This is an optimization exercise on Yosys and OpenROAD, whose aim is small area, a short achievable clock period and few clock cycles per item, not a production implementation. The RTL was checked by simulation tests, not by an equivalence proof against the original design.

`flow/design.v`:
```
package tst_pkg;
    localparam int MAX_STRIPS_DEF = 10;
    localparam int COORD_BITS_DEF = 16;
    localparam int VEC_BITS    = 48;
    localparam int STRIP_BITS  = 4;
    localparam int SLOT_BITS   = 3;
    localparam int REM_BITS    = 4;
    localparam int LANES       = 3;
    localparam int LEG_LANES   = 6;
    localparam int QUEUE_DEPTH = 2;
    localparam logic [SLOT_BITS-1:0] SLOT_STRIP_END = 3'd5;
    localparam logic [SLOT_BITS-1:0] SLOT_TOP_END   = 3'd2;
    typedef enum logic [1:0] {
        F_IDLE,
        F_DIV,
        F_PUSH
    } front_state_t;
    typedef enum logic [1:0] {
        B_IDLE,
        B_STRIP,
        B_TOP
    } back_state_t;
    localparam int JOB_BITS_DEF = 6 * LANES * COORD_BITS_DEF + STRIP_BITS
                                + LEG_LANES * (COORD_BITS_DEF + REM_BITS + 1);
endpackage
import tst_pkg::*;
module tst_front
#(
    parameter int MAX_STRIPS = MAX_STRIPS_DEF,
    parameter int COORD_BITS = COORD_BITS_DEF
)
(
    input  logic                            clk,
    input  logic                            rst_n,
    input  logic                            start,
    output logic                            busy,
    input  logic [VEC_BITS-1:0]             corner_bottom_left,
    input  logic [VEC_BITS-1:0]             corner_bottom_right,
    input  logic [VEC_BITS-1:0]             corner_top,
    input  logic [VEC_BITS-1:0]             normal_left,
    input  logic [VEC_BITS-1:0]             normal_right,
    input  logic [VEC_BITS-1:0]             normal_top,
    input  logic [STRIP_BITS-1:0]           subdivision_count,
    input  logic                            queue_full,
    output logic                            push,
    output logic [(6 * LANES * COORD_BITS + STRIP_BITS + LEG_LANES * (COORD_BITS + REM_BITS + 1))-1:0] job
);
    localparam int CB    = COORD_BITS;
    localparam int VW    = LANES * CB;
    localparam int CNT_W = $clog2(CB + 1);
    tst_pkg::front_state_t state_reg, state_next;
    logic                  accept;
    logic                  div_step;
    logic [CNT_W-1:0]      cnt_reg;
    logic [VW-1:0]         bl_reg, br_reg, tp_reg, nl_reg, nr_reg, nt_reg;
    logic [STRIP_BITS-1:0] n_reg, n_sat;
    logic [CB-1:0]         dq_reg  [LEG_LANES];
    logic [REM_BITS-1:0]   dr_reg  [LEG_LANES];
    logic                  sg_reg  [LEG_LANES];
    logic [LEG_LANES*CB-1:0]       q_flat;
    logic [LEG_LANES*REM_BITS-1:0] r_flat;
    logic [LEG_LANES-1:0]          s_flat;
    always_comb
    begin
        if (subdivision_count == '0)
            n_sat = STRIP_BITS'(1);
        else if (subdivision_count > STRIP_BITS'(MAX_STRIPS))
            n_sat = STRIP_BITS'(MAX_STRIPS);
        else
            n_sat = subdivision_count;
    end
    always_comb
    begin
        state_next = state_reg;
        case (state_reg)
            F_IDLE:
            begin
                if (start)
                    state_next = F_DIV;
            end
            F_DIV:
            begin
                if (cnt_reg == CNT_W'(CB - 1))
                    state_next = F_PUSH;
            end
            F_PUSH:
            begin
                if (!queue_full)
                    state_next = F_IDLE;
            end
            default:
            begin
                state_next = F_IDLE;
            end
        endcase
    end
    always_comb
    begin
        busy     = (state_reg != F_IDLE);
        accept   = start && (state_reg == F_IDLE);
        div_step = (state_reg == F_DIV);
        push     = (state_reg == F_PUSH) && !queue_full;
    end
    always_ff @(posedge clk or negedge rst_n)
    begin
        if (!rst_n)
        begin
            state_reg <= F_IDLE;
            cnt_reg   <= '0;
        end
        else
        begin
            state_reg <= state_next;
            if (accept)
                cnt_reg <= '0;
            else if (div_step)
                cnt_reg <= cnt_reg + CNT_W'(1);
        end
    end
    always_ff @(posedge clk)
    begin
        if (accept)
        begin
            bl_reg <= corner_bottom_left[VW-1:0];
            br_reg <= corner_bottom_right[VW-1:0];
            tp_reg <= corner_top[VW-1:0];
            nl_reg <= normal_left[VW-1:0];
            nr_reg <= normal_right[VW-1:0];
            nt_reg <= normal_top[VW-1:0];
            n_reg  <= n_sat;
        end
    end
    for (genvar j = 0; j < LEG_LANES; j++)
    begin : g_div
        localparam int LANE = j % LANES;
        logic [CB-1:0]         base_lane, top_lane;
        logic [CB:0]           diff, mag;
        logic [REM_BITS:0]     trial;
        logic                  fits;
        assign base_lane = (j < LANES) ? corner_bottom_left[LANE*CB +: CB]
                                       : corner_bottom_right[LANE*CB +: CB];
        assign top_lane  = corner_top[LANE*CB +: CB];
        assign diff      = {top_lane[CB-1], top_lane} - {base_lane[CB-1], base_lane};
        assign mag       = diff[CB] ? (CB+1)'(-diff) : diff;
        assign trial     = {dr_reg[j], dq_reg[j][CB-1]};
        assign fits      = (trial >= {1'b0, n_reg});
        always_ff @(posedge clk)
        begin
            if (accept)
            begin
                dq_reg[j] <= mag[CB-1:0];
                dr_reg[j] <= '0;
                sg_reg[j] <= diff[CB];
            end
            else if (div_step)
            begin
                dq_reg[j] <= {dq_reg[j][CB-2:0], fits};
                dr_reg[j] <= fits ? REM_BITS'(trial - {1'b0, n_reg}) : trial[REM_BITS-1:0];
            end
        end
        assign q_flat[j*CB +: CB]             = dq_reg[j];
        assign r_flat[j*REM_BITS +: REM_BITS] = dr_reg[j];
        assign s_flat[j]                      = sg_reg[j];
    end
    assign job = {s_flat, r_flat, q_flat, n_reg, nt_reg, nr_reg, nl_reg, tp_reg, br_reg, bl_reg};
endmodule
import tst_pkg::*;
module tst_queue
#(
    parameter int DATA_W = JOB_BITS_DEF
)
(
    input  logic              clk,
    input  logic              rst_n,
    input  logic              push,
    input  logic [DATA_W-1:0] wr_data,
    output logic              full,
    input  logic              pop,
    output logic [DATA_W-1:0] rd_data,
    output logic              empty
);
    localparam int PTR_W = (QUEUE_DEPTH > 1) ? $clog2(QUEUE_DEPTH) : 1;
    localparam int CNT_W = $clog2(QUEUE_DEPTH + 1);
    logic [DATA_W-1:0] entry_reg [QUEUE_DEPTH];
    logic [PTR_W-1:0]  wr_ptr_reg, rd_ptr_reg;
    logic [CNT_W-1:0]  count_reg;
    assign full    = (count_reg == CNT_W'(QUEUE_DEPTH));
    assign empty   = (count_reg == '0);
    assign rd_data = entry_reg[rd_ptr_reg];
    always_ff @(posedge clk)
    begin
        if (push)
            entry_reg[wr_ptr_reg] <= wr_data;
    end
    always_ff @(posedge clk or negedge rst_n)
    begin
        if (!rst_n)
        begin
            wr_ptr_reg <= '0;
            rd_ptr_reg <= '0;
            count_reg  <= '0;
        end
        else
        begin
            if (push)
                wr_ptr_reg <= wr_ptr_reg + PTR_W'(1);
            if (pop)
                rd_ptr_reg <= rd_ptr_reg + PTR_W'(1);
            if (push && !pop)
                count_reg <= count_reg + CNT_W'(1);
            else if (pop && !push)
                count_reg <= count_reg - CNT_W'(1);
        end
    end
endmodule
import tst_pkg::*;
module tst_back
#(
    parameter int COORD_BITS = COORD_BITS_DEF
)
(
    input  logic                            clk,
    input  logic                            rst_n,
    input  logic                            empty,
    input  logic [(6 * LANES * COORD_BITS + STRIP_BITS + LEG_LANES * (COORD_BITS + REM_BITS + 1))-1:0] rd_data,
    output logic                            pop,
    output logic                            vertex_valid,
    output logic [VEC_BITS-1:0]             vertex_position,
    output logic [VEC_BITS-1:0]             vertex_normal,
    output logic                            last_vertex
);
    localparam int CB  = COORD_BITS;
    localparam int VW  = LANES * CB;
    localparam int O_N = 6 * VW;
    localparam int O_Q = O_N + STRIP_BITS;
    localparam int O_R = O_Q + LEG_LANES * CB;
    localparam int O_S = O_R + LEG_LANES * REM_BITS;
    tst_pkg::back_state_t state_reg, state_next;
    logic [VW-1:0]         bl_reg, br_reg, tp_reg, nl_reg, nr_reg, nt_reg;
    logic [STRIP_BITS-1:0] n_reg, job_n;
    logic [STRIP_BITS-1:0] strip_index_reg;
    logic [SLOT_BITS-1:0]  vertex_slot_reg;
    logic [CB-1:0]         step_q_reg [LEG_LANES];
    logic [REM_BITS-1:0]   step_r_reg [LEG_LANES];
    logic                  sg_reg     [LEG_LANES];
    logic [CB-1:0]         cur_q_reg  [LEG_LANES];
    logic [REM_BITS-1:0]   cur_r_reg  [LEG_LANES];
    logic [CB-1:0]         nxt_q_reg  [LEG_LANES];
    logic [REM_BITS-1:0]   nxt_r_reg  [LEG_LANES];
    logic [VW-1:0]         l_cur, r_cur, l_nxt, r_nxt;
    logic [VW-1:0]         pos_sel, nrm_sel;
    logic                  emit, advance, finish, last_strip;
    logic                  vertex_valid_reg, last_vertex_reg;
    logic [VEC_BITS-1:0]   vertex_position_reg, vertex_normal_reg;
    assign job_n      = rd_data[O_N +: STRIP_BITS];
    assign last_strip = (strip_index_reg + STRIP_BITS'(1)) == (n_reg - STRIP_BITS'(1));
    always_comb
    begin
        state_next = state_reg;
        case (state_reg)
            B_IDLE:
            begin
                if (!empty)
                    state_next = (job_n > STRIP_BITS'(1)) ? B_STRIP : B_TOP;
            end
            B_STRIP:
            begin
                if (vertex_slot_reg == SLOT_STRIP_END && last_strip)
                    state_next = B_TOP;
            end
            B_TOP:
            begin
                if (vertex_slot_reg == SLOT_TOP_END)
                    state_next = B_IDLE;
            end
            default:
            begin
                state_next = B_IDLE;
            end
        endcase
    end
    always_comb
    begin
        pop     = 1'b0;
        emit    = 1'b0;
        advance = 1'b0;
        finish  = 1'b0;
        pos_sel = l_cur;
        nrm_sel = nl_reg;
        case (state_reg)
            B_IDLE:
            begin
                pop = !empty;
            end
            B_STRIP:
            begin
                emit    = 1'b1;
                advance = (vertex_slot_reg == SLOT_STRIP_END);
                case (vertex_slot_reg)
                    3'd1:
                    begin
                        pos_sel = r_cur;
                        nrm_sel = nr_reg;
                    end
                    3'd2, 3'd4:
                    begin
                        pos_sel = r_nxt;
                        nrm_sel = nr_reg;
                    end
                    3'd5:
                    begin
                        pos_sel = l_nxt;
                        nrm_sel = nl_reg;
                    end
                    default:
                    begin
                        pos_sel = l_cur;
                        nrm_sel = nl_reg;
                    end
                endcase
            end
            B_TOP:
            begin
                emit   = 1'b1;
                finish = (vertex_slot_reg == SLOT_TOP_END);
                case (vertex_slot_reg)
                    3'd0:
                    begin
                        pos_sel = l_cur;
                        nrm_sel = nl_reg;
                    end
                    3'd1:
                    begin
                        pos_sel = r_cur;
                        nrm_sel = nr_reg;
                    end
                    default:
                    begin
                        pos_sel = tp_reg;
                        nrm_sel = nt_reg;
                    end
                endcase
            end
            default:
            begin
                pop = 1'b0;
            end
        endcase
    end
    always_ff @(posedge clk or negedge rst_n)
    begin
        if (!rst_n)
        begin
            state_reg       <= B_IDLE;
            strip_index_reg <= '0;
            vertex_slot_reg <= '0;
        end
        else
        begin
            state_reg <= state_next;
            if (pop)
            begin
                strip_index_reg <= '0;
                vertex_slot_reg <= '0;
            end
            else if (emit)
            begin
                if (advance || finish)
                    vertex_slot_reg <= '0;
                else
                    vertex_slot_reg <= vertex_slot_reg + SLOT_BITS'(1);
                if (advance)
                    strip_index_reg <= strip_index_reg + STRIP_BITS'(1);
                else if (finish)
                    strip_index_reg <= '0;
            end
        end
    end
    always_ff @(posedge clk)
    begin
        if (pop)
        begin
            bl_reg <= rd_data[0*VW +: VW];
            br_reg <= rd_data[1*VW +: VW];
            tp_reg <= rd_data[2*VW +: VW];
            nl_reg <= rd_data[3*VW +: VW];
            nr_reg <= rd_data[4*VW +: VW];
            nt_reg <= rd_data[5*VW +: VW];
            n_reg  <= job_n;
        end
    end
    for (genvar j = 0; j < LEG_LANES; j++)
    begin : g_leg
        localparam int LANE = j % LANES;
        logic [REM_BITS:0]   sum_r;
        logic                wrap;
        logic [CB-1:0]       new_q;
        logic [REM_BITS-1:0] new_r;
        logic [CB-1:0]       base_lane, cur_pt, nxt_pt;
        assign sum_r = {1'b0, nxt_r_reg[j]} + {1'b0, step_r_reg[j]};
        assign wrap  = (sum_r >= {1'b0, n_reg});
        assign new_r = wrap ? REM_BITS'(sum_r - {1'b0, n_reg}) : sum_r[REM_BITS-1:0];
        assign new_q = nxt_q_reg[j] + step_q_reg[j] + CB'(wrap);
        assign base_lane = (j < LANES) ? bl_reg[LANE*CB +: CB] : br_reg[LANE*CB +: CB];
        assign cur_pt    = sg_reg[j] ? base_lane - cur_q_reg[j] : base_lane + cur_q_reg[j];
        assign nxt_pt    = sg_reg[j] ? base_lane - nxt_q_reg[j] : base_lane + nxt_q_reg[j];
        if (j < LANES)
        begin : g_left
            assign l_cur[LANE*CB +: CB] = cur_pt;
            assign l_nxt[LANE*CB +: CB] = nxt_pt;
        end
        else
        begin : g_right
            assign r_cur[LANE*CB +: CB] = cur_pt;
            assign r_nxt[LANE*CB +: CB] = nxt_pt;
        end
        always_ff @(posedge clk)
        begin
            if (pop)
            begin
                step_q_reg[j] <= rd_data[O_Q + j*CB +: CB];
                step_r_reg[j] <= rd_data[O_R + j*REM_BITS +: REM_BITS];
                sg_reg[j]     <= rd_data[O_S + j];
                cur_q_reg[j]  <= '0;
                cur_r_reg[j]  <= '0;
                nxt_q_reg[j]  <= rd_data[O_Q + j*CB +: CB];
                nxt_r_reg[j]  <= rd_data[O_R + j*REM_BITS +: REM_BITS];
            end
            else if (advance)
            begin
                cur_q_reg[j] <= nxt_q_reg[j];
                cur_r_reg[j] <= nxt_r_reg[j];
                nxt_q_reg[j] <= new_q;
                nxt_r_reg[j] <= new_r;
            end
        end
    end
    always_ff @(posedge clk or negedge rst_n)
    begin
        if (!rst_n)
        begin
            vertex_valid_reg <= 1'b0;
            last_vertex_reg  <= 1'b0;
        end
        else
        begin
            vertex_valid_reg <= emit;
            last_vertex_reg  <= finish;
        end
    end
    always_ff @(posedge clk)
    begin
        if (emit)
        begin
            vertex_position_reg <= VEC_BITS'(pos_sel);
            vertex_normal_reg   <= VEC_BITS'(nrm_sel);
        end
    end
    assign vertex_valid    = vertex_valid_reg;
    assign last_vertex     = last_vertex_reg;
    assign vertex_position = vertex_position_reg;
    assign vertex_normal   = vertex_normal_reg;
endmodule
import tst_pkg::*;
module triangle_strip_tessellator
#(
    parameter int MAX_STRIPS = MAX_STRIPS_DEF,
    parameter int COORD_BITS = COORD_BITS_DEF
)
(
    input  logic                  clk,
    input  logic                  rst_n,
    input  logic                  start,
    output logic                  busy,
    input  logic [VEC_BITS-1:0]   corner_bottom_left,
    input  logic [VEC_BITS-1:0]   corner_bottom_right,
    input  logic [VEC_BITS-1:0]   corner_top,
    input  logic [VEC_BITS-1:0]   normal_left,
    input  logic [VEC_BITS-1:0]   normal_right,
    input  logic [VEC_BITS-1:0]   normal_top,
    input  logic                  cfg_wr_en,
    input  logic [STRIP_BITS-1:0] cfg_wr_data,
    output logic                  vertex_valid,
    output logic [VEC_BITS-1:0]   vertex_position,
    output logic [VEC_BITS-1:0]   vertex_normal,
    output logic                  last_vertex
);
    localparam int JOB_W = (6 * LANES * COORD_BITS + STRIP_BITS + LEG_LANES * (COORD_BITS + REM_BITS + 1));
    logic [STRIP_BITS-1:0] subdivision_count_reg;
    logic                  push, pop, full, empty;
    logic [JOB_W-1:0]      wr_job, rd_job;
    always_ff @(posedge clk or negedge rst_n)
    begin
        if (!rst_n)
            subdivision_count_reg <= STRIP_BITS'(1);
        else if (cfg_wr_en)
            subdivision_count_reg <= cfg_wr_data;
    end
    tst_front #(
        .MAX_STRIPS (MAX_STRIPS),
        .COORD_BITS (COORD_BITS)
    ) u_front (
        .clk                 (clk),
        .rst_n               (rst_n),
        .start               (start),
        .busy                (busy),
        .corner_bottom_left  (corner_bottom_left),
        .corner_bottom_right (corner_bottom_right),
        .corner_top          (corner_top),
        .normal_left         (normal_left),
        .normal_right        (normal_right),
        .normal_top          (normal_top),
        .subdivision_count   (subdivision_count_reg),
        .queue_full          (full),
        .push                (push),
        .job                 (wr_job)
    );
    tst_queue #(
        .DATA_W (JOB_W)
    ) u_queue (
        .clk     (clk),
        .rst_n   (rst_n),
        .push    (push),
        .wr_data (wr_job),
        .full    (full),
        .pop     (pop),
        .rd_data (rd_job),
        .empty   (empty)
    );
    tst_back #(
        .COORD_BITS (COORD_BITS)
    ) u_back (
        .clk             (clk),
        .rst_n           (rst_n),
        .empty           (empty),
        .rd_data         (rd_job),
        .pop             (pop),
        .vertex_valid    (vertex_valid),
        .vertex_position (vertex_position),
        .vertex_normal   (vertex_normal),
        .last_vertex     (last_vertex)
    );
endmodule
```
`flow/run.sh`:
```
#!/bin/bash
# synth_recipe.tcl (not shown) runs the flow's synth.tcl, then flattens the netlist and writes it again
# the make line also repeats each setting of config.mk as NAME=value (left out here)
make -C /OpenROAD-flow-scripts/flow DESIGN_CONFIG=/design/flow/config.mk WORK_HOME=/design/flow/orfs CLKGATE_MAP_FILE= SYNTH_SCRIPT=/design/flow/synth_recipe.tcl finish
```
`flow/config.mk`:
```
export PLATFORM = sky130hd
export DESIGN_NAME = triangle_strip_tessellator
export DESIGN_NICKNAME = triangle_strip_tessellator
export VERILOG_FILES = /design/flow/design.v
export SDC_FILE = /design/flow/constraint.sdc
export NUM_CORES = 4
export LEC_CHECK = 0
export CAP_MARGIN = 20
export CORE_MARGIN = 2
export CORE_UTILIZATION = 40
export SLEW_MARGIN = 20
```
`flow/constraint.sdc`:
```
create_clock -name core_clock -period 6.0 [get_ports {clk}]
set_input_delay 1.2000 -clock core_clock [delete_from_list [all_inputs] [get_ports {clk}]]
set_output_delay 1.2000 -clock core_clock [all_outputs]
set_load 0.01 [all_outputs]
```
==> qor.yml <==
clock_tree:
  post_cts_buffers: 0
  cts.clk_slew.worst_paths_ps: 60
  cts_tree: "done"
  root_buffer: "clkbuf_16"
  ctsHoldBuffers: 0
  clk_path_buf_depth: 3
  cts_made_buffers: 213
  cts_resized: 0
  clock_latency_ps: 890
  numClockSinks: 2010
  h-tree-depth: 4
worst_setup_path:
  worst-path-buf-inv: 1
  worst_setup_path_start_kind: "flop"
  cp_top_family: "compound AO/OA/AOI/OAI gates"
  slowest_delay_ps: 430
  slowest_stage: "fa_1"
  endpoint_kind: "flop"
  critical_path_class: "reg2reg"
  crit_chain: "ha_1 > fa_1 > xor2_1 > ha_1 > a21o_1 > a31o_2 > a21oi_1 > buf_4 > fa_1 > fa_1 > nor2b_1 > o21ai_0 > a21boi_0 > o21ai_0 > a21boi_0 > o21ai_0 > a21oi_1 > nor3_1 > o41ai_1 > xnor2_1 > o21ai_0"
  crit_required_ps: 6600
  crit_fanout: 5
  crit_arrival_ps: 6150
  crit_top_cell: "o21ai_0"
logic_synthesis:
  synth_cell_type_count: 90
  syn-mean-instance-area_um2: 12.7
  async_flop_share_pct: 1.29
  synth_simple_gate_area_share_pct: 8.12
  synthMuxAreaShare_pct: 5.42
  synth_top_family_by_area: "compound AO/OA/AOI/OAI gates"
  synthFlopType: "edfxtp_1"
  synth-compound-area-share_pct: 11.1
  syn-num-nets: 8432
  synth-xor-area-share_pct: 5.01
  syn-cell-area_um2: 96600
  netlist_instances: 7626
  ys_seq_elements: 2010
  synthAdderAreaFrac_pct: 6.98
  synth_edf_count: 1864
  seq_area_frac_synth_pct: 61.1
  yosys_warnings: 14
place:
  io_buffers: 394
  hpwl_um: 183000
  place_area_um2: 105000
  gp_congestion: 0.895
cells_and_area:
  multi_input_area_um2: 35500
  areaGrowthSynthToFinish_pct: 15.6
  nets: 8892
  postLayoutCellArea_um2: 112000
  fill_cells: 21200
  register_area_um2: 59000
  largest_reg_flops: 836
  drive_gt1_share_pct: 10.9
  finalCoreUtilization_pct: 46.5
  final_cell_mix: "edfxtp_1, nand2_1, a21oi_1"
  layout_commonest_cell: "edfxtp_1"
floorplanning:
  dieArea_um2: 245000
  io_pins: 395
  chipWidth_um: 495
  die-height_um: 495
  coreArea_um2: 240000
  start_util_pct: 40.2
  rows: 180
timing:
  skew_ps: 76.4
  grt_setup_unrepaired: "false"
  whs_ps: 378
  clock.fmax_mhz: 180
  finalHoldViolations: 0
  setup_viol: 0
  maxSlewHeadroom_pct: 14.7
  finalCritPeriodShare_pct: 92.5
  period_needed_ps: 5550
  drv_slew: 0
  tightest_slew_ps: 1280
power_and_ir_drop:
  p_leak_nw: 39.3
  total_power_mw: 67.1
  irDropWorstVdd_mv: 0.514
  p_per_area_nw_per_um2: 601
global_routing:
  grt_pass1_vias: 61700
  antenna_found_initial: 30
  grt_pass1_wl_um: 387000
  track_usage_pct: 20.9
  grt_max_degree: 144
  overflow: 0
min_path:
  hp-class: "in2async"
routing:
  routed_wl_um: 263000
  firstDrtPassIters: 6
  drc_errors: 0
  num_vias: 62800
  drt_iter0_drc: 5034
  vias_per_cell: 5.47
  wl_per_cell_um: 22.9
  antenna_left: 0
status:
  status: "complete, no violations"
run:
  drv_cap: 0
[per-stage QoR]
stage	setup TNS (ps)	worst slack, ps	std cells
3_3_place_gp	0	530	11100
3_5_place_dp	0	495	11100
2_1_floorplan	-885100	-1450	7626
5_1_grt	0	50.5	11500
6_report	0	451	11500
4_1_cts	0	523	11500
[cell type report]
type                       count  share of cell area, %
sequential                  2010                   52.8
inverter                     338                   1.15
timing repair buffer         491                   4.41
tap                         3185                   3.57
antenna                       17                 0.0381
clock buffer                 278                   5.07
multi-input combinational   5032                   31.8
clock inverter               124                   1.12
[synthesized netlist by cell type (all sizes together), types with 19 or more instances]
cell / count / area share, %
o22ai: 24 / 0.16
nand2b: 49 / 0.32
nor2b: 71 / 0.46
a211o: 19 / 0.17
ha: 462 / 6.0
nor4b: 19 / 0.18
nand3: 90 / 0.47
nand2: 665 / 2.6
fa: 48 / 0.99
nor4: 45 / 0.29
a31oi: 51 / 0.33
xnor2: 387 / 3.5
nor2: 539 / 2.1
a21oi: 601 / 3.1
buf: 27 / 0.11
a21boi: 39 / 0.30
nor3: 146 / 0.77
or3: 44 / 0.28
a21o: 110 / 0.85
mux2i: 34 / 0.35
o31ai: 42 / 0.34
a22oi: 133 / 1.0
inv: 335 / 1.3
edfxtp: 1864 / 58
o21ai: 430 / 2.2
xor2: 166 / 1.5
clkbuf: 219 / 0.85
dfrtp: 25 / 0.65
a211oi: 32 / 0.25
mux2: 435 / 5.1
dfxtp: 120 / 2.5
o21a: 64 / 0.50
[routing by layer]
metal	vias to the layer above	routed length [µm]	track usage, %
met5	-	255	0
met4	42	9190	7.33
met3	453	16400	3.70
met2	1838	119000	32.9
met1	31100	118000	29.2
li1	29300	-	-
[report_power, final]
part	switching, mW	internal (mW)	total [mW]
Clock	5.65	7.27	12.9
Sequential	2.77	20.5	23.3
Combinational	18.7	12.2	30.9
[path summary, 6_finish.rpt]
kind,slack (ps),startpoint,to,cells after the start
worst min register to register,410,u_front.tp_reg[40],u_queue.entry_reg[0][136],0
worst min-delay path,380,rst_n,subdivision_count_reg[2],1
max in group asynchronous,5020,rst_n,u_queue.rd_ptr_reg,1
min in group core_clock,410,u_front.tp_reg[40],u_queue.entry_reg[0][136],0
worst max register to register,450,u_back.nxt_r_reg[5][0],u_back.nxt_q_reg[5][14],21
worst max-delay path,450,u_back.nxt_r_reg[5][0],u_back.nxt_q_reg[5][14],21
[kinds of logic after synthesis]
logic type                 Yosys count
adders and majority gates          510
buffers and inverters              584
xor gates and xnor gates           553
muxes                              469
AOI/OAI and AO/OA                 1741
and+or+nand+nor                   1759
DFF                               2010
Testbench counts, summed over its fixed seeds: cycles 10,358, vertices 9,852.

[static timing again, ports no longer ideal]
How much do the figures lean on ideal ports? The routed layout below was timed once more, with nothing changed but the port constraints. Step 1: set_driving_cell puts a clkbuf_16 on clk and a buf_2 on each other input, an assumption about the parent block. Step 2 times the ports against the registers' clock, not the clock port: input delays grow and output delays shrink by t, the midpoint of the rising clock arrivals with the driver on. Slacks: ideal ports / drivers / drivers and shift; pairs: ideal ports / drivers.
t, ns: 0.960
setup WS [ns]: 0.451 / 0.451 / 0.374
worst data-port slew with drivers (ns): 0.26
After both steps this run still meets setup and hold. The setup slack of this run moves by 0.000 ns with the drivers and by -0.077 ns with both steps.
